What follows belongs to an exercise in optimizing a design on an open flow for small area and a short achievable clock period; a production flow would make more cautious choices.
The RTL was checked by simulation tests, not by an equivalence proof against the original design.
Power and IR drop assume default switching activity.

== job 9616 ==
## eth_switch_2p
module eth_switch_2p
#(
    parameter eth_sw_pkg::eth_word_t ADDR_A        = eth_sw_pkg::ADDR_A_DEF,
    parameter eth_sw_pkg::eth_word_t ADDR_B        = eth_sw_pkg::ADDR_B_DEF,
    parameter int        FIFO_DEPTH    = eth_sw_pkg::FIFO_DEPTH_DEF,
    parameter int        MAX_PKT_WORDS = eth_sw_pkg::MAX_PKT_WORDS_DEF
) (
    input  logic        clk,
    input  logic        rst_n,
    input  logic        Ain,
    input  logic [31:0] inDataA,
    input  logic        Bin,
    input  logic [31:0] inDataB,
    output logic        Aout,
    output logic [31:0] outDataA,
    output logic        Bout,
    output logic [31:0] outDataB,
    output logic [15:0] drop_cnt_a,
    output logic [15:0] drop_cnt_b
);
    logic [1:0]       pop, pkt_avail, drop, h_dest, h_single, busy;
    logic [1:0][31:0] rd_data;
    logic [1:0][31:0] port_addr;
    logic [1:0][1:0]  cand;
    logic [1:0]       contend, gnt_v, gnt, grant, idle, last;
    logic [1:0]       send_q, gap_q;    
    logic [1:0][3:0]  rem_q;
    logic [1:0]       sel_q;
    logic [1:0]       rr_q;
    logic [1:0]       out_v;
    logic [1:0][31:0] out_d;
    logic [1:0][15:0] dcnt;
    assign port_addr[0] = ADDR_A;
    assign port_addr[1] = ADDR_B;
    for (genvar f = 0; f < 2; f++) begin : g_ing
        eth_pkt_fifo #(
            .ADDR_A(ADDR_A), .ADDR_B(ADDR_B),
            .FIFO_DEPTH(FIFO_DEPTH), .MAX_PKT_WORDS(MAX_PKT_WORDS)
        ) u_fifo (
            .clk(clk), .rst_n(rst_n),
            .in_valid((f == 0) ? Ain : Bin),
            .in_data((f == 0) ? inDataA : inDataB),
            .pop(pop[f]),
            .rd_data(rd_data[f]), .h_dest(h_dest[f]), .h_single(h_single[f]),
            .pkt_avail(pkt_avail[f]), .drop(drop[f])
        );
    end
    always_comb begin
        for (int f = 0; f < 2; f++) begin
            busy[f] = (send_q[0] & (sel_q[0] == f[0])) | (send_q[1] & (sel_q[1] == f[0]));
        end
        for (int p = 0; p < 2; p++) begin
            idle[p] = ~send_q[p] & ~gap_q[p];
            for (int f = 0; f < 2; f++) begin
                cand[p][f] = pkt_avail[f] & ~busy[f] & (h_dest[f] == p[0]);
            end
            contend[p] = &cand[p];
            gnt_v[p]   = |cand[p];
            gnt[p]     = contend[p] ? rr_q[p] : ~cand[p][0];
            grant[p]   = idle[p] & gnt_v[p];
  ...
==> flow/config.mk <==
export PLATFORM = sky130hd
export DESIGN_NAME = eth_switch_2p
export DESIGN_NICKNAME = eth_switch_2p
export VERILOG_FILES = /design/flow/design.v
export SDC_FILE = /design/flow/constraint.sdc
export NUM_CORES = 4
export LEC_CHECK = 0
export CAP_MARGIN = 20
export CORE_MARGIN = 2
export CORE_UTILIZATION = 55
export SETUP_SLACK_MARGIN = 3.8
export SLEW_MARGIN = 20
export TNS_END_PERCENT = 60
==> flow/constraint.sdc <==
create_clock -name core_clock -period 6.5 [get_ports {clk}]
set_input_delay 1.3000 -clock core_clock [delete_from_list [all_inputs] [get_ports {clk}]]
set_output_delay 1.3000 -clock core_clock [all_outputs]
set_load 0.01 [all_outputs]
standard.sh (not shown) runs the stock make flow with config.mk's settings and CLKGATE_MAP_FILE= SYNTH_SCRIPT=/design/flow/synth_recipe.tcl, a recipe that flattens the netlist after the stock synthesis.
==> flow/flow/run.sh <==
#!/bin/bash
# The standard layout (the standard.sh, all steps), with two changes:
#  - port buffers of a plain buffer cell instead of the flow's default pick;
#  - clock tree synthesis without dummy loads and with larger sink clusters.
set -euo pipefail
bash standard.sh \
  "BUFFER_PORTS_ARGS=-buffer_cell sky130_fd_sc_hd__buf_4" \
  "CTS_ARGS=-sink_clustering_enable -repair_clock_nets -dont_use_dummy_load -sink_clustering_size 24 -sink_clustering_max_diameter 80" \
  finish > make_finish.log 2>&1
Modified inputs, job 4950 compared to job 9616
Settings: a change of CORE_UTILIZATION from 55 to 70.
Notes after the runs:
End of the critical path: out_d[43]$_DFF_PN0_ -> job 4950, g_ing[1].u_fifo.mem[1][15]$_DFFE_PP_ -> job 9616
Compared with job 9616, in job 4950 peak per-stage delay on the critical path increased 0.04 ns; antenna diode count increased 7; final instance area shrank by 2.1%.
Job 4950: total net switching power is 3.1% lower than what job 9616 reported.
Setup changes, job 4950 to job 1214
Settings: SETUP_SLACK_MARGIN: 3.8 -> 3.9; PLACE_DENSITY: unset -> 0.75; TNS_END_PERCENT: 60 -> 80.
### Flow results
Job 1214 reports its class of the most critical setup path as primary input to flip-flop while job 4950 reports flip-flop to flip-flop. Relative to job 4950, the final standard cell count with taps included and fillers excluded of job 1214 is higher by 87. Between job 4950 and job 1214, the number of different library cells in the post-synthesis netlist does not differ in any meaningful way. Number of gates on the worst path with buffers counted was higher in job 1214 than in job 4950. Going from job 4950 to job 1214, number of DRC violations after detailed-routing iteration 0 level; highest clock rate climbed about 1.6%.

## re-timing with driven ports
In the flow no input, the clock included, has a driving cell. The finished layouts below were timed again as built, in two steps.
Step 1 (the two cells are an assumption about what drives the block):
set clk [get_ports {clk}]
set_driving_cell -lib_cell sky130_fd_sc_hd__clkbuf_16 $clk
set_driving_cell -lib_cell sky130_fd_sc_hd__buf_2 [delete_from_list [all_inputs] $clk]
Step 2, shift: input delay + t, output delay - t, t = (earliest + latest rising clock arrival at the registers) / 2. This alone moves slack from input paths to output paths.
a / b / c = no drivers / after step 1 / after step 2; a / b = the first two.
run	t (ns)	setup WS [ns]	worst setup path at the end	worst slew at a driven data input, ns
job 9616	0.837	3.736 / 3.651 / 2.924	input to register	0.23
job 4950	0.792	3.726 / 3.645 / 2.959	input to register	0.19
job 1214	0.804	3.771 / 3.719 / 2.914	input to register	0.20
After both steps every run listed still meets setup and hold. For job 1214, which loses most, drivers alone change the setup slack by -0.052 ns; drivers and shift together by -0.857 ns.
